Source: an optimization exercise on an open RTL-to-GDS flow (aim: small area, a short achievable clock period and few clock cycles per item). Production flows keep margins and buffers that such runs may drop. Where RTL was checked, it was by simulation tests only, not by an equivalence proof against the original. Power and IR drop assume default switching activity.

== before ==
Design lattice_fermion_hop_sign, start of the top module:
module lattice_fermion_hop_sign #(
    parameter int SITES         = 64,
    parameter int MAX_PARTICLES = 64
) (
    input  logic             clk,
    input  logic             rst_n,
    input  logic             in_valid,
    output logic             in_stall,
    input  lfhs_pkg::in_item_t  in_data,
    output logic             out_valid,
    input  logic             out_stall,
    output lfhs_pkg::out_item_t out_data,
    input  logic             cfg_write,
    input  logic             cfg_index,
    input  logic [lfhs_pkg::CFG_W-1:0] cfg_data
);
make LEC_CHECK=0 CAP_MARGIN=20 CORE_MARGIN=2 CORE_UTILIZATION=60 SETUP_SLACK_MARGIN=2.5 SLEW_MARGIN=20 finish   # period 5.0 ns
run.sh (not shown) runs the stock make flow with config.mk's settings and CLKGATE_MAP_FILE= SYNTH_SCRIPT=/design/flow/synth_recipe.tcl, a recipe that flattens the netlist after the stock synthesis.
Testbench counts of before, summed over its fixed seeds: cycles 9,640, items 9,600.
Input-level comparison between after and before:
--- a/flow/design.v
+++ b/flow/design.v
@@ -206,20 +206,13 @@
     logic [NS-1:0]        b2_th_s;
     logic                 b2_c_set;
     logic                 b2_c_clr;
     logic                 b2_occ_up;
     logic                 b2_occ_dn;
     logic [CW-1:0]        b2_created;
-    logic                 b2_full_up;
-    logic                 b2_full_dn;
-    logic                 b2_near_up;
-    logic                 b2_near_dn;
-    logic                 b2_ge_up;
-    logic                 b2_ge_dn;
-    logic                 b2_gt_up;
-    logic                 b2_gt_dn;
+    logic [lfhs_pkg::CFG_W-1:0] b2_lim;
     logic                 b2_inc;
     logic                 b2_err_part;
     logic                 b2_err_lim;
     logic                 b2_busy;
     logic [CW-1:0]        b2_created_eff;
     logic [SW:0]          b2_waddr;
@@ -313,25 +306,19 @@
     end
     assign b2_c_set  = (r3_s == r2_s);
     assign b2_c_clr  = r3_hop && (r3_o == r2_s);
     assign b2_occ_up = (c_change && !r3_sp) ? (b2_c_set || (r2_occ_up && !b2_c_clr)) : r2_occ_up;
     assign b2_occ_dn = (c_change && r3_sp) ? (b2_c_set || (r2_occ_dn && !b2_c_clr)) : r2_occ_dn;
     assign b2_created = r2_sp ? created_dn_reg : created_up_reg;
+    assign b2_lim     = r2_sp ? lim_dn_reg : lim_up_reg;
     assign b2_inc     = c_change && !r3_hop && (r3_sp == r2_sp);
-    assign b2_full_up = (created_up_reg >= lim_up_reg) || created_up_reg[6];
-    assign b2_full_dn = (created_dn_reg >= lim_dn_reg) || created_dn_reg[6];
-    assign b2_near_up = ({1'b0, created_up_reg} + 8'd1 >= {1'b0, lim_up_reg}) || (created_up_reg >= CW'(63));
-    assign b2_near_dn = ({1'b0, created_dn_reg} + 8'd1 >= {1'b0, lim_dn_reg}) || (created_dn_reg >= CW'(63));
-    assign b2_ge_up   = ({1'b0, r2_p} >= created_up_reg);
-    assign b2_ge_dn   = ({1'b0, r2_p} >= created_dn_reg);
-    assign b2_gt_up   = ({1'b0, r2_p} > created_up_reg);
-    assign b2_gt_dn   = ({1'b0, r2_p} > created_dn_reg);
-    assign b2_err_part = r2_hop && (r2_sp ? (b2_inc ? b2_gt_dn : b2_ge_dn)
-                                          : (b2_inc ? b2_gt_up : b2_ge_up));
-    assign b2_err_lim  = !r2_hop && (r2_sp ? (b2_inc ? b2_near_dn : b2_full_dn)
-                                           : (b2_inc ? b2_near_up : b2_full_up));
+    assign b2_err_part = r2_hop && (b2_inc ? ({1'b0, r2_p} > b2_created)
+                                          : ({1'b0, r2_p} >= b2_created));
+    assign b2_err_lim  = !r2_hop && (b2_inc ? (({1'b0, b2_created} + 8'd1 >= {1'b0, b2_lim}) ||
+                                               (b2_created >= CW'(63)))
+                                            : ((b2_created >= b2_lim) || b2_created[6]));
     assign b2_busy = r2_sp ? b2_occ_dn : b2_occ_up;
     assign b2_created_eff = b2_created + {{(CW-1){1'b0}}, b2_inc};
     assign b2_waddr       = {r2_sp, r2_hop ? r2_p : b2_created_eff[SW-1:0]};
     always_ff @(posedge clk)
     begin
         r3_waddr    <= b2_waddr;
==> run summary <==
Compared with before, after ends up with a smaller final cell area.
~same total routed wirelength in before and after
Summary of after over before: width of the chip decreased 0.53%, maximum frequency dropped 2.9%, utilization decreased 0.33 points.
Testbench counts of after, summed over its fixed seeds: cycles 9,640, items 9,600.

Setup of the previous run:
Another version of the RTL of lattice_fermion_hop_sign (not shown whole).
For scale: about 3200 cells after synthesis, ~35 I/O pins.
make LEC_CHECK=0 CAP_MARGIN=20 CORE_MARGIN=2 CORE_UTILIZATION=60 SETUP_SLACK_MARGIN=2.5 SLEW_MARGIN=20 finish   # period 5.0 ns
Testbench counts of the previous run, summed over its fixed seeds: cycles 9,640, items 9,600.
Changes in the current run relative to the previous run:
--- a/flow/design.v
+++ b/flow/design.v
@@ -127,14 +127,16 @@
     logic                 r2_v;
     logic                 r2_sp;
     logic                 r2_hop;
     logic [SW-1:0]        r2_p;
     logic [SW-1:0]        r2_s;
     logic [SW-1:0]        r2_o;
     logic                 r2_m;
+    logic                 r2_occ_up;
+    logic                 r2_occ_dn;
     logic                 r3_v;
     logic                 r3_chg;
     logic                 r3_sp;
     logic                 r3_hop;
     logic [SW-1:0]        r3_s;
     logic [SW-1:0]        r3_o;
     logic [NS-1:0]        r3_mask;
@@ -181,20 +183,22 @@
     logic                 b1_sp;
     logic                 b1_hop;
     logic [SW-1:0]        b1_p;
     logic [SW-1:0]        b1_s;
     logic [SW-1:0]        b1_o_raw;
     logic                 b1_fwd_c;
     logic                 b1_fwd_d;
+    logic                 b1_up_raw;
+    logic                 b1_dn_raw;
+    logic                 b1_c_set;
+    logic                 b1_c_clr;
     logic                 b2_fwd;
     logic [SW-1:0]        b2_o;
     logic [NS-1:0]        b2_th_o;
     logic [NS-1:0]        b2_th_s;
-    logic                 b2_up_raw;
-    logic                 b2_dn_raw;
     logic                 b2_c_set;
     logic                 b2_c_clr;
     logic                 b2_occ_up;
     logic                 b2_occ_dn;
     logic [CW-1:0]        b2_created;
     logic [lfhs_pkg::CFG_W-1:0] b2_lim;
     logic                 b2_inc;
@@ -260,39 +264,43 @@
         .wr_data (r4_s),
         .rd_row  (r1_row),
         .rd_col  (r1_col),
         .rd_data (b1_o_raw)
     );
     assign b1_fwd_c = r3_chg && (r3_waddr == {b1_sp, b1_p});
     assign b1_fwd_d = r4_chg && (r4_waddr == {b1_sp, b1_p});
+    assign b1_up_raw = occ_up_reg[b1_s];
+    assign b1_dn_raw = occ_dn_reg[b1_s];
+    assign b1_c_set  = (r3_s == b1_s);
+    assign b1_c_clr  = r3_hop && (r3_o == b1_s);
     always_ff @(posedge clk)
     begin
         r2_sp  <= b1_sp;
         r2_hop <= b1_hop;
         r2_p   <= b1_p;
         r2_s   <= b1_s;
         r2_o   <= b1_fwd_c ? r3_s : (b1_fwd_d ? r4_s : b1_o_raw);
+        r2_occ_up <= (c_change && !r3_sp) ? (b1_c_set || (b1_up_raw && !b1_c_clr)) : b1_up_raw;
+        r2_occ_dn <= (c_change && r3_sp) ? (b1_c_set || (b1_dn_raw && !b1_c_clr)) : b1_dn_raw;
         r2_m   <= (b2_waddr == {b1_sp, b1_p});
     end
     assign b2_fwd = c_change && r2_m;
     assign b2_o   = b2_fwd ? r3_s : r2_o;
     always_comb
     begin
         for (int i = 0; i < NS; i++)
         begin
             b2_th_o[i] = (i < int'(b2_o));
             b2_th_s[i] = (i < int'(r2_s));
         end
     end
-    assign b2_up_raw = occ_up_reg[r2_s];
-    assign b2_dn_raw = occ_dn_reg[r2_s];
     assign b2_c_set  = (r3_s == r2_s);
     assign b2_c_clr  = r3_hop && (r3_o == r2_s);
-    assign b2_occ_up = (c_change && !r3_sp) ? (b2_c_set || (b2_up_raw && !b2_c_clr)) : b2_up_raw;
-    assign b2_occ_dn = (c_change && r3_sp) ? (b2_c_set || (b2_dn_raw && !b2_c_clr)) : b2_dn_raw;
+    assign b2_occ_up = (c_change && !r3_sp) ? (b2_c_set || (r2_occ_up && !b2_c_clr)) : r2_occ_up;
+    assign b2_occ_dn = (c_change && r3_sp) ? (b2_c_set || (r2_occ_dn && !b2_c_clr)) : r2_occ_dn;
     assign b2_created = r2_sp ? created_dn_reg : created_up_reg;
     assign b2_lim     = r2_sp ? lim_dn_reg : lim_up_reg;
     assign b2_inc     = c_change && !r3_hop && (r3_sp == r2_sp);
     assign b2_err_part = r2_hop && (b2_inc ? ({1'b0, r2_p} > b2_created)
                                           : ({1'b0, r2_p} >= b2_created));
     assign b2_err_lim  = !r2_hop && (b2_inc ? (({1'b0, b2_created} + 8'd1 >= {1'b0, b2_lim}) ||
                                                (b2_created >= CW'(63)))
## What came out
The current run finished end to end and its layout was clean on timing, DRC and antenna. Worst slack on hold paths was higher in the run labelled the previous run. Worst reg2reg path depth: the current run and the previous run compared, higher one is the previous run. The higher critical path depth in cells of the current run and the previous run is in the previous run. Re wire length: the previous run was lower than the current run. Compared the current run against the previous run; area after synthesis within noise. The net load switching power in the current run is 1.07 times that in the previous run. Between the current run and the previous run, the clock latency on the worst-skew pair does not differ in any meaningful way. The previous run → the current run: total half-perimeter wirelength after legalization and detailed placement went up by about 4.5%; share of the final layout cell area in sequential cells went down by 1.6 points. Final instance area (the current run vs. the previous run) increases by a few percent. Looking only at post-synthesis compound-gate area fraction, and setting everything else aside, the lower value of the current run and the previous run goes to the current run. Diff the previous run -> the current run: sequential share of power -1.5 points; horizontal extent of the die ~0 delta.
Testbench counts of the current run, summed over its fixed seeds: cycles 9,640, items 9,600.

lattice_fermion_hop_sign, a different RTL version from the one above (not shown whole).
Size: about 1100 flip-flops, roughly 35 I/O pins, roughly 45000 sq um of cells after synthesis.
clock: 5.0 ns
lec_check: 0
cap_margin: 20
core_margin: 2
core_utilization: 60
cts_cluster_diameter: 60
cts_cluster_size: 25
setup_slack_margin: 2.5
slew_margin: 20
Change:
--- a/flow/design.v
+++ b/flow/design.v
@@ -128,24 +128,25 @@
     logic                 r2_sp;
     logic                 r2_hop;
     logic [SW-1:0]        r2_p;
     logic [SW-1:0]        r2_s;
     logic [SW-1:0]        r2_o;
     logic                 r2_m;
     logic                 r3_v;
     logic                 r3_chg;
     logic                 r3_sp;
     logic                 r3_hop;
     logic [SW-1:0]        r3_s;
     logic [SW-1:0]        r3_o;
+    logic [NS-1:0]        r3_mask;
     logic                 r3_corr;
     logic                 r3_occ_up;
     logic                 r3_occ_dn;
     logic                 r3_err_part;
     logic                 r3_err_lim;
     logic [SW:0]          r3_waddr;
     logic                 r4_v;
     logic                 r4_chg;
     logic                 r4_sp;
     logic                 r4_hop;
     logic                 r4_corr;
     logic                 r4_par_up;
@@ -174,45 +175,44 @@
     logic                 head_free;
     logic                 q_some;
     logic                 q_push;
     logic                 q_pop;
     logic                 b1_sp;
     logic                 b1_hop;
     logic [SW-1:0]        b1_p;
     logic [SW-1:0]        b1_s;
     logic [SW-1:0]        b1_o_raw;
     logic                 b1_fwd;
     logic                 b2_fwd;
     logic [SW-1:0]        b2_o;
+    logic [NS-1:0]        b2_th_o;
+    logic [NS-1:0]        b2_th_s;
     logic                 b2_up_raw;
     logic                 b2_dn_raw;
     logic                 b2_c_set;
     logic                 b2_c_clr;
     logic                 b2_occ_up;
     logic                 b2_occ_dn;
     logic [CW-1:0]        b2_created;
     logic [lfhs_pkg::CFG_W-1:0] b2_lim;
     logic                 b2_inc;
     logic                 b2_err_part;
     logic                 b2_err_lim;
     logic                 b2_busy;
     logic [CW-1:0]        b2_created_eff;
     logic [SW:0]          b2_waddr;
     logic                 c_change;
     logic                 c_par_up;
     logic                 c_par_dn;
     logic [SW:0]          c_waddr;
-    logic [NS-1:0]        c_th_o;
-    logic [NS-1:0]        c_th_s;
-    logic [NS-1:0]        c_mask;
     logic                 d_flip;
     logic                 d_sign;
     logic [5:0]           d_res;
     assign in_accept = in_valid && !stall_reg;
     always_ff @(posedge clk or negedge rst_n)
     begin
         if (!rst_n)
         begin
             r1_v <= 1'b0;
             r2_v <= 1'b0;
             r3_v <= 1'b0;
             r4_v <= 1'b0;
@@ -261,69 +261,69 @@
     assign b1_fwd = c_change && (c_waddr == {b1_sp, b1_p});
     always_ff @(posedge clk)
     begin
         r2_sp  <= b1_sp;
         r2_hop <= b1_hop;
         r2_p   <= b1_p;
         r2_s   <= b1_s;
         r2_o   <= b1_fwd ? r3_s : b1_o_raw;
         r2_m   <= (b2_waddr == {b1_sp, b1_p});
     end
     assign b2_fwd = c_change && r2_m;
     assign b2_o   = b2_fwd ? r3_s : r2_o;
+    always_comb
+    begin
+        for (int i = 0; i < NS; i++)
+        begin
+            b2_th_o[i] = (i < int'(b2_o));
+            b2_th_s[i] = (i < int'(r2_s));
+        end
+    end
     assign b2_up_raw = occ_up_reg[r2_s];
     assign b2_dn_raw = occ_dn_reg[r2_s];
     assign b2_c_set  = (r3_s == r2_s);
     assign b2_c_clr  = r3_hop && (r3_o == r2_s);
     assign b2_occ_up = (c_change && !r3_sp) ? (b2_c_set || (b2_up_raw && !b2_c_clr)) : b2_up_raw;
     assign b2_occ_dn = (c_change && r3_sp) ? (b2_c_set || (b2_dn_raw && !b2_c_clr)) : b2_dn_raw;
     assign b2_created = r2_sp ? created_dn_reg : created_up_reg;
     assign b2_lim     = r2_sp ? lim_dn_reg : lim_up_reg;
     assign b2_inc     = c_change && !r3_hop && (r3_sp == r2_sp);
     assign b2_err_part = r2_hop && (b2_inc ? ({1'b0, r2_p} > b2_created)
                                           : ({1'b0, r2_p} >= b2_created));
     assign b2_err_lim  = !r2_hop && (b2_inc ? (({1'b0, b2_created} + 8'd1 >= {1'b0, b2_lim}) ||
                                                (b2_created >= CW'(63)))
                                             : ((b2_created >= b2_lim) || b2_created[6]));
     assign b2_busy = r2_sp ? b2_occ_dn : b2_occ_up;
     assign b2_created_eff = b2_created + {{(CW-1){1'b0}}, b2_inc};
     assign b2_waddr       = {r2_sp, r2_hop ? r2_p : b2_created_eff[SW-1:0]};
     always_ff @(posedge clk)
     begin
         r3_waddr    <= b2_waddr;
         r3_sp       <= r2_sp;
         r3_hop      <= r2_hop;
         r3_s        <= r2_s;
         r3_o        <= b2_o;
+        r3_mask     <= r2_hop ? (b2_th_o ^ b2_th_s) : b2_th_s;
         r3_corr     <= r2_hop && (b2_o < r2_s);
         r3_occ_up   <= b2_occ_up;
         r3_occ_dn   <= b2_occ_dn;
         r3_err_part <= b2_err_part;
         r3_err_lim  <= b2_err_lim;
     end
     assign c_change  = r3_chg;
     assign c_waddr   = r3_waddr;
-    always_comb
-    begin
-        for (int i = 0; i < NS; i++)
-        begin
-            c_th_o[i] = (i < int'(r3_o));
-            c_th_s[i] = (i < int'(r3_s));
-        end
-    end
-    assign c_mask = r3_hop ? (c_th_o ^ c_th_s) : c_th_s;
     lfhs_scan #(
         .SITE_CNT (NS)
     ) u_parity (
-        .mask  (c_mask),
+        .mask  (r3_mask),
         .map_a (occ_up_reg),
         .map_b (occ_dn_reg),
         .par_a (c_par_up),
         .par_b (c_par_dn)
     );
     always_ff @(posedge clk)
     begin
         r4_sp       <= r3_sp;
         r4_hop      <= r3_hop;
         r4_corr     <= r3_corr;
         r4_par_up   <= c_par_up;
         r4_par_dn   <= c_par_dn;
Outcome:
- sequential share of layout area goes up by 3.2 points
- die area goes up by 2.4%
- worst hold slack got worse by 7.7 ps
- sequential power goes up by about 5%
- non-clock buffer count goes down by 89
- core utilization goes down by 3.2 points
- combinational power goes down by 22%
- fmax goes up by 16%
Testbench counts after the change, summed over its fixed seeds: cycles 9,640, items 9,600.
No functional check of the RTL was part of the first run of this note.

what the ideal ports hide:
Ports are ideal in the flow. The routed layouts listed here were re-timed in OpenROAD.
Step 1, drivers: a clkbuf_16 drives clk and a buf_2 each remaining input, both assumed.
Step 2 times the ports against the registers' clock, not the clock port: input delays grow and output delays shrink by t, the midpoint of the rising clock arrivals with the driver on.
Three values: no drivers, after step 1, after step 2; two values: the first two.
run | t, ns | slack for setup (ns) | clock arrival spread, ns | worst slew at a driven data input, ns
before | 0.759 | 2.392 / 2.392 / 1.795 | 0.080 / 0.080 | 0.05
after | 0.748 | 2.315 / 2.315 / 2.195 | 0.059 / 0.059 | 0.09
the previous run | 0.748 | 2.310 / 2.310 / 1.911 | 0.031 / 0.031 | 0.07
the current run | 0.754 | 2.288 / 2.288 / 1.892 | 0.044 / 0.044 | 0.09
the first run of note 3 | 0.717 | 1.855 / 1.855 / 1.855 | 0.037 / 0.036 | 0.09
the second run of note 3 | 0.712 | 2.281 / 2.281 / 2.230 | 0.047 / 0.047 | 0.07
After both steps setup and hold are still met in every run listed. For before, which loses most, drivers alone change the setup slack by 0.000 ns; drivers and shift together by -0.597 ns.
